This design comes from an exercise in tuning for a short achievable clock period and few clock cycles on the open sky130 flow, not from production work.
In this exercise RTL edits were held to simulation tests only and were not proved equivalent to the original.
No activity file was given, so power comes from the tool's default toggle rates.

$ cat design/flow/config.mk
export PLATFORM = sky130hd
export DESIGN_NAME = dcache
export DESIGN_NICKNAME = dcache
export VERILOG_FILES = /design/flow/design.v
export SDC_FILE = /design/flow/constraint.sdc
export NUM_CORES = 4
export LEC_CHECK = 0
export ABC_CLOCK_PERIOD_IN_PS = 3000
export CAP_MARGIN = 40
export CORE_MARGIN = 2
export CORE_UTILIZATION = 55
export PLACE_DENSITY = 0.68
export SETUP_SLACK_MARGIN = 3.5
export SLEW_MARGIN = 50
export TNS_END_PERCENT = 25
$ cat design/flow/constraint.sdc
create_clock -name core_clock -period 9.0 [get_ports {CLK}]
set_input_delay 1.8000 -clock core_clock [delete_from_list [all_inputs] [get_ports {CLK}]]
set_output_delay 1.8000 -clock core_clock [all_outputs]
set_load 0.01 [all_outputs]
$ cat design/flow/design.v
package dcache_pkg;
  typedef logic [32-1:0] word_t;
  typedef struct packed {
    logic [26-1:0]   tag;      
    logic [3-1:0] idx;      
    logic                       blkoff;   
    logic [1:0]                 bytoff;   
  } dcache_addr_t;
  typedef struct packed {
    logic [26-1:0]            tag;
    word_t [2-1:0]     block;   
    logic                                valid;
    logic                                dirty;
  } dcache_frame_t;
  typedef enum logic [3:0] {
    idle,
    fetch1, fetch2,                   
    wb1, wb2,                         
    flush1, flush2, flush3, flush4,   
    flush_count,                      
    flushed                           
  } dcache_state_t;
endpackage
`timescale 1ns/100ps
module dcache_frame #(
  parameter int NF  = 32,
  parameter int IDX = 0
) (
  input  logic          CLK,
  input  logic          nRST,
  input  logic [28:0]   p_blk,
  input  logic          p_off,
  input  logic          p_ren,
  input  logic          p_wen,
  input  logic [NF-1:0] touch_a,      
  input  logic [NF-1:0] lt_a,         
  input  logic          found,        
  input  logic          p_write,      
  input  logic          dem_fill,     
  input  logic          pa_apply,     
  input  logic [28:0]   pa_blk,
  input  logic          pw_apply,     
  input  logic          pw_off,
  input  logic [31:0]   pw_data,
  input  logic          rd_fill,      
  input  logic          wb_clear,     
  input  logic [28:0]   op_blk,
  input  logic          op_off,
  input  logic [31:0]   mem_load,
  output logic          match,
  output logic          hit,          
  output logic          miss,         
  output logic [1:0][31:0] rdata,     
  output logic          op_match,
  output logic [1:0]    dirty,
  output logic [28:0]   tag,
  output logic [1:0][31:0] data,
  output logic          vic,          
  output logic          oldf          
);
  logic          fv;
  logic [1:0]    fwv, fwd;
  logic [28:0]   ftag;
  logic [1:0][31:0] fdata;
  logic [NF-1:0] older;
  logic [28:0]   etag;
  assign etag     = pa_apply ? pa_blk : ftag;
  assign match    = fv && (etag == p_blk);
  assign hit      = match && (p_wen || (p_ren && fwv[p_off]));
  assign miss     = match && !fwv[p_off];
  assign rdata[0]  = (match && fwv[0]) ? fdata[0] : 32'd0;
  assign rdata[1]  = (match && fwv[1]) ? fdata[1] : 32'd0;
  assign op_match = fv && (etag == op_blk);
  assign dirty    = fwd;
  assign tag      = etag;
  assign data     = fdata;
  logic [NF-1:0] self;
  always_comb begin
    self = '0;
    self[IDX] = 1'b1;
  end
  assign vic = ~lt_a[IDX] & (&(older | lt_a | self));
  wire mine_a  = touch_a[IDX];
  wire p_alloc = mine_a & ~found;
  wire fill_ok = rd_fill & op_match & ~fwv[op_off];
  always_ff @(posedge CLK, negedge nRST) begin
    if (!nRST) begin
      for (int j = 0; j < NF; j++) older[j] <= (j > IDX);
    end else if (lt_a[IDX]) begin
      older <= '0;
    end else begin
      older <= older | lt_a;
    end
  end
  function automatic logic [5:0] ones(input logic [NF-1:0] v);
    ones = '0;
    for (int j = 0; j < NF; j++) ones = ones + {5'd0, v[j]};
  endfunction
  always_ff @(posedge CLK, negedge nRST) begin
    if (!nRST) oldf <= 1'b0;
    else       oldf <= (ones(older) >= 6'(NF - 10));
  end
  always_ff @(posedge CLK, negedge nRST) begin
    if (!nRST) begin
      fv  <= 1'b0;
      fwv <= 2'b00;
      fwd <= 2'b00;
    end else begin
      if (wb_clear) fwd[op_off] <= 1'b0;
      if (fill_ok)  fwv[op_off] <= 1'b1;
      if (p_alloc) begin
        fv  <= 1'b1;
        fwv <= 2'b00;
        fwd <= 2'b00;
      end
      if (mine_a && p_write) begin
        fwv[p_off] <= 1'b1;
        fwd[p_off] <= 1'b1;
      end
      if (mine_a && dem_fill) fwv[p_off] <= 1'b1;
    end
  end
  always_ff @(posedge CLK) begin
    if (pa_apply) ftag <= pa_blk;
  end
  always_ff @(posedge CLK) begin
    if (fill_ok)  fdata[op_off] <= mem_load;
    if (pw_apply) fdata[pw_off] <= pw_data;
  end
endmodule
`timescale 1ns/100ps
module dcache_model (
  input  logic        CLK,
  input  logic        nRST,
  input  logic        m_req,
  input  logic [29:0] m_word,
  output logic [31:0] hit_count
);
  logic [7:0][25:0] tag0, tag1;
  logic [7:0]       val0, val1;
  logic [7:0]       lru;                
  wire [2:0]  m_set = m_word[3:1];
  wire [25:0] m_tag = m_word[29:4];
  logic h0, h1, rep;
  always_comb begin
    h0  = 1'b0;
    h1  = 1'b0;
    rep = 1'b0;
    for (int s = 0; s < 8; s++) begin
      if (m_set == 3'(s)) begin
        h0  = val0[s] && (tag0[s] == m_tag);
        h1  = val1[s] && (tag1[s] == m_tag);
        rep = lru[s];
      end
    end
  end
  always_ff @(posedge CLK, negedge nRST) begin
    if (!nRST) begin
      val0      <= '0;
      val1      <= '0;
      lru       <= '0;
      hit_count <= '0;
    end else if (m_req) begin
      if (h0 || h1) hit_count <= hit_count + 32'd1;
      for (int s = 0; s < 8; s++) begin
        if (m_set == 3'(s)) begin
          if (h0)       lru[s] <= 1'b1;
          else if (h1)  lru[s] <= 1'b0;
          else begin
            lru[s] <= ~rep;
            if (rep) val1[s] <= 1'b1;
            else     val0[s] <= 1'b1;
          end
        end
      end
    end
  end
  always_ff @(posedge CLK) begin
    if (m_req && !(h0 || h1)) begin
      for (int s = 0; s < 8; s++) begin
        if (m_set == 3'(s)) begin
          if (rep) tag1[s] <= m_tag;
          else     tag0[s] <= m_tag;
        end
      end
    end
  end
endmodule
`timescale 1ns/100ps
module dcache (
  input  logic               CLK,
  input  logic               nRST,
  input  logic               dmem_ren,
  input  logic               dmem_wen,
  input  logic [31:0]        dmem_addr,
  input  logic [31:0]        dmem_store,
  input  logic               halt,
  output logic               dhit,
  output logic [31:0]        dmem_load,
  output logic               flushed,
  input  logic [31:0]        mem_load,
  input  logic               mem_wait,
  output logic               mem_ren,
  output logic               mem_wen,
  output logic [31:0]        mem_addr,
  output logic [31:0]        mem_store
);
  localparam int NF = 32;    
  wire [28:0] rblk  = dmem_addr[31:3];
  wire        roff  = dmem_addr[2];
  wire [29:0] rword = dmem_addr[31:2];
  logic        op_busy;                
  logic        op_launched;            
  logic        op_wr;
  logic        op_cnt;                 
  logic        op_stale;               
  logic [29:0] op_addr;                
  logic [31:0] op_data;
  logic [NF-1:0] op_frame;             
  logic        flushing, cnt_sent, flushed_r;
  logic [31:0] hit_count;
  logic          pw_valid;
  logic [NF-1:0] pw_frame;
  logic          pw_off;
  logic [31:0]   pw_data;
  logic [29:0]   pw_word;
  logic          pa_valid;             
  logic [NF-1:0] pa_frame;
  logic [28:0]   pa_blk;
  logic [NF-1:0]           match, f_hit, f_miss, op_match, vic, oldf;
  logic [NF-1:0][1:0][31:0] f_rdata;
  logic [NF-1:0][1:0]      f_dirty;
  logic [NF-1:0][28:0]     f_tag;
  logic [NF-1:0][1:0][31:0] f_data;
  logic [NF-1:0]           touch_a, lt_a, wb_clear;
  logic                    found, p_write, dem_fill, rd_fill;
  genvar gi;
  generate
    for (gi = 0; gi < NF; gi++) begin : g_frame
      dcache_frame #(.NF(NF), .IDX(gi)) frame_i (
        .CLK, .nRST,
        .p_blk(rblk), .p_off(roff), .p_ren(dmem_ren), .p_wen(dmem_wen),
        .pa_apply(pa_valid & pa_frame[gi]), .pa_blk,
        .touch_a, .lt_a, .found, .p_write, .dem_fill, .rd_fill,
        .pw_apply(pw_valid & pw_frame[gi]), .pw_off, .pw_data,
        .wb_clear(wb_clear[gi]),
        .op_blk(op_addr[29:1]), .op_off(op_addr[0]), .mem_load,
        .match(match[gi]), .hit(f_hit[gi]), .miss(f_miss[gi]), .rdata(f_rdata[gi]),
        .op_match(op_match[gi]),
        .dirty(f_dirty[gi]), .tag(f_tag[gi]), .data(f_data[gi]),
        .vic(vic[gi]), .oldf(oldf[gi])
      );
    end
  endgenerate
  logic        vclean, op_found, hitv, missv;
  logic [1:0][31:0] rdata_w;
  logic [31:0] rdata;
  always_comb begin
    rdata_w  = '0;
    vclean   = 1'b0;
    for (int i = 0; i < NF; i++) begin
      rdata_w  = rdata_w | f_rdata[i];
      vclean   = vclean | (vic[i] & ~f_dirty[i][0] & ~f_dirty[i][1]);
    end
    found    = |match;
    hitv     = |f_hit;
    missv    = |f_miss;
    rdata    = roff ? rdata_w[1] : rdata_w[0];
    op_found = |op_match;
  end
  wire op_show = op_launched | ~dmem_ren | ~vclean;
  logic op_rd_match, fwd_hit, dem, wr_ok, p_touch;
  assign op_rd_match = op_launched & ~op_wr & ~op_stale & (op_addr == rword);
  assign fwd_hit     = op_rd_match & ~mem_wait;
  assign dem   = nRST & dmem_ren & ~op_launched & ~(op_busy & ~vclean) &
                 (missv | (~found & vclean));
  assign wr_ok = found | vclean;
  assign dhit  = nRST & (hitv | (dmem_ren & fwd_hit) | (dmem_wen & vclean));
  wire pw_hit = pw_valid & (pw_word == rword);
  assign dmem_load = pw_hit ? pw_data : (rdata | ({32{fwd_hit}} & mem_load));
  assign p_write  = nRST & dmem_wen & wr_ok;
  assign p_touch  = nRST & (dhit | dem);
  assign dem_fill = dem & ~mem_wait;
  assign touch_a  = found ? (p_touch ? match : '0) : ((p_write | dem) ? vic : '0);
  assign mem_ren   = dem | (op_launched & ~op_wr);
  assign mem_wen   = op_busy & op_wr & op_show;
  assign mem_addr  = {(op_show ? op_addr : rword), 2'b00};
  assign mem_store = op_cnt ? hit_count : op_data;
  assign flushed   = flushed_r;
  wire op_done    = op_busy & op_show & ~mem_wait;   
  wire op_wr_same = p_write & (rword == op_addr);    
  wire stale_now  = op_stale | op_wr_same;
  wire wb_done    = op_done & op_wr & ~op_cnt & ~stale_now;
  assign wb_clear = wb_done ? op_frame : '0;
  assign rd_fill  = op_launched & ~op_wr & ~op_stale & ~mem_wait;
  wire flush_mode = flushing | halt;
  logic [NF-1:0][1:0] dirty_x;
  logic [NF-1:0]      dirty_any;
  always_comb begin
    for (int i = 0; i < NF; i++) begin
      for (int w = 0; w < 2; w++) begin
        dirty_x[i][w] = f_dirty[i][w] &
                        ~(op_busy & op_wr & ~op_cnt & op_frame[i] & (op_addr[0] == 1'(w)));
      end
      dirty_any[i] = dirty_x[i][0] | dirty_x[i][1];
    end
  end
  logic [NF-1:0] c_pool, c_sel;
  logic          c_w;
  always_comb begin
    c_pool = (|(vic & dirty_any)) ? (vic & dirty_any) :
             flush_mode          ? dirty_any :
                                   (oldf & dirty_any);
    c_sel = '0;
    c_w   = 1'b0;
    for (int i = NF - 1; i >= 0; i--) begin
      if (c_pool[i]) begin
        c_sel    = '0;
        c_sel[i] = 1'b1;
        c_w      = ~dirty_x[i][0];
      end
    end
  end
  logic [NF-1:0] cand_frame;
  logic          cand_w;
  logic          cand_ok;
  logic [28:0]   cand_tag;
  logic [31:0]   cand_data;
  assign cand_frame = c_sel;
  assign cand_w     = c_w;
  assign cand_ok    = |c_pool;
  always_comb begin
    cand_tag  = '0;
    cand_data = '0;
    for (int i = 0; i < NF; i++) begin
      cand_tag  = cand_tag  | ({29{cand_frame[i]}} & f_tag[i]);
      cand_data = cand_data | ({32{cand_frame[i]}} & f_data[i][cand_w]);
    end
    if (pw_valid && |(pw_frame & cand_frame) && (pw_off == cand_w)) cand_data = pw_data;
  end
  wire slot_free = dem ? ~mem_wait : (~op_busy | (op_show & ~mem_wait));
  logic last_clean;
  logic [NF-1:0][1:0] left;
  always_comb begin
    left = f_dirty;
    for (int i = 0; i < NF; i++)
      if (wb_clear[i]) left[i][op_addr[0]] = 1'b0;
    last_clean = (left == '0);
  end
  always_ff @(posedge CLK, negedge nRST) begin
    if (!nRST) begin
      op_busy     <= 1'b0;
      op_launched <= 1'b0;
      op_wr       <= 1'b0;
      op_cnt      <= 1'b0;
      op_stale    <= 1'b0;
      op_frame    <= '0;
      cnt_sent    <= 1'b0;
      flushing    <= 1'b0;
      flushed_r   <= 1'b0;
    end else begin
      if (halt) flushing <= 1'b1;
      if (op_done & op_cnt) flushed_r <= 1'b1;
      if (dem & mem_wait) begin
        op_busy     <= 1'b1;
        op_launched <= 1'b1;
        op_wr       <= 1'b0;
        op_cnt      <= 1'b0;
        op_stale    <= 1'b0;
        op_frame    <= '0;
      end else if (!slot_free) begin
        op_launched <= op_launched | op_show;
        op_stale    <= stale_now;
      end else begin
        op_launched <= 1'b0;
        op_cnt      <= 1'b0;
        op_frame    <= cand_frame;
        op_busy     <= 1'b0;
        op_wr       <= 1'b1;
        op_stale    <= p_write & (rword == {cand_tag, cand_w});
        if (cand_ok && !flushed_r) begin
          op_busy <= 1'b1;
        end else if (flush_mode && !cnt_sent && !flushed_r && last_clean) begin
          op_busy  <= 1'b1;
          op_cnt   <= 1'b1;
          cnt_sent <= 1'b1;
          op_stale <= 1'b0;
        end
      end
    end
  end
  always_ff @(posedge CLK) begin
    if (dem & mem_wait) begin
      op_addr <= rword;
    end else if (slot_free) begin
      op_addr <= cand_ok ? {cand_tag, cand_w} : 30'h0000_0C40;
      op_data <= cand_data;
    end
  end
  always_ff @(posedge CLK, negedge nRST) begin
    if (!nRST) begin
      pw_valid <= 1'b0;
      lt_a     <= '0;
    end else begin
      pw_valid <= p_write | dem_fill;
      lt_a     <= touch_a;
      pa_valid <= ~found & (p_write | dem);
    end
  end
  always_ff @(posedge CLK) begin
    if (p_write | dem_fill) begin
      pw_frame <= touch_a;
      pw_off   <= roff;
      pw_word  <= rword;
      pw_data  <= p_write ? dmem_store : mem_load;
    end
    pa_frame <= vic;
    pa_blk   <= rblk;
  end
  logic        m_req;
  logic [29:0] m_word;
  always_ff @(posedge CLK, negedge nRST) begin
    if (!nRST) m_req <= 1'b0;
    else       m_req <= dhit;
  end
  always_ff @(posedge CLK) begin
    if (dhit) m_word <= rword;
  end
  dcache_model model_i (.CLK, .nRST, .m_req, .m_word, .hit_count);
endmodule
$ cat design/flow/run.sh
#!/bin/bash
# synth_recipe.tcl (not shown) runs the flow's synth.tcl, then flattens the netlist and writes it again
# the make line also repeats each setting of config.mk as NAME=value (left out here)
make -C /OpenROAD-flow-scripts/flow DESIGN_CONFIG=/design/flow/config.mk WORK_HOME=/design/flow/orfs CLKGATE_MAP_FILE= SYNTH_SCRIPT=/design/flow/synth_recipe.tcl finish
==> summary.txt <==
-- timing repair --
item	in CTS
gates resized for setup	562
gates cloned	17
pin swaps	53
hold endpoints to repair	0
hold buffers	0
setup endpoints to repair	641
setup buffers	169
-- how the worst max path moves through the flow --
stage	to	slack, ns	cells after the start	start
after floorplan	g_frame[2].frame_i.fwv[0]$_DFF_PN0_	2.13	17	dmem_addr[12]
after global placement	dmem_load[25]	-0.15	18	dmem_addr[25]
after detailed placement	dmem_load[31]	-0.09	19	dmem_addr[29]
after CTS	dmem_load[14]	1.09	20	pa_valid$_DFFE_PP_
-- cells in the mapped netlist (all sizes together) (45+ instances only) --
library cell	number	area [sq um]
and2	180	1130
and3	101	632
o221ai	115	1010
nor2	3530	13300
nand4	537	3370
xnor2	1596	14000
a2111oi	82	821
a31oi	81	507
a21o	98	736
edfxtp	602	18100
nand3	409	2050
a21oi	1571	7870
a21boi	62	469
dfstp	496	13000
ha	257	3220
a222oi	282	2820
nor2b	84	526
a221oi	337	2960
a22oi	513	3860
a211oi	45	343
fa	768	15400
clkbuf	1792	6730
nor3	247	1250
dfxtp	3037	60800
xor2	488	4270
nand2b	89	557
or2	78	488
inv	2306	8660
dfrtp	850	21300
mux2	170	1910
mux2i	3485	34900
a22o	200	1750
o21ai	1330	6660
o211ai	57	433
buf	858	3690
o2111ai	54	479
nand2	2044	7670
nor4	829	5250
or4	68	514
o22ai	821	5140
-- cell families after synthesis --
group | count (synthesis) | share of synthesized area [%]
adders and majority gates | 1025 | 6.57
and+or+nand+nor | 8362 | 13.4
DFF | 4985 | 40.0
xor gates and xnor gates | 2084 | 6.45
AOI/OAI and AO/OA | 5977 | 13.7
other | 1 | 0.00133
buffers and inverters | 4971 | 6.76
muxes | 3655 | 13.0
-- layer usage --
| layer | track usage [%] | overflow |
|---|---|---|
| met1 | 77.7 | 0 |
| met3 | 59.6 | 0 |
| met2 | 86.6 | 0 |
| met4 | 66.9 | 1 |
| met5 | 37.7 | 0 |
-- power groups by stage --
stage,combinational [mW],clock (mW),sequential [mW]
3_5_place_dp,4.48,0,24.2
2_1_floorplan,2.22,0,23.8
4_1_cts,4.60,24.9,23.7
3_3_place_gp,4.38,0,24.2
-- stage by stage --
step,setup WS (ns),std cells
after floorplan,2.13,31100
after global placement,-0.151,37800
after detailed placement,-0.0874,37900
after CTS,1.09,39100
==> reports/results.txt <==
status -> stopped before the end
stopping stage -> global routing (5_1_grt)
Error -> [ERROR GRT-0232] Routing congestion too high. Check the congestion heatmap in the GUI.
global-route usage over all layers -> 73.7%
Post-synth EDFFs -> 602
largest net degree at the start of global routing -> 95
GP Congestion -> 1.23
H-tree depth -> 6
Remaining Overflow, GRT -> 1
#FFs+latches synth -> 4985
YS warnings -> 34
dpl hpwl -> 1300000 um
Clock Path Buffers -> 4
asr flop ratio synth -> 27.0%
register area share after synthesis -> 40.0%
Main synth FF type -> dfxtp_1
num rows -> 263
die height -> 721 um
initial core utilization -> 55.2%
Die Wd -> 721 um
number of port buffers -> 197
num ports -> 202
library cells used by synthesis -> 111
Num CTS Buffers -> 563
Synth Area per Inst -> 9.11 sq um
synthesized area -> 283000 sq um
Clock Root Buffer -> clkbuf_16
Sink Count -> 4985
placed cell areas -> 311000 sq um
Gate Count Post-Synth -> 31100
Testbench counts, summed over its fixed seeds: cycles 17,275.
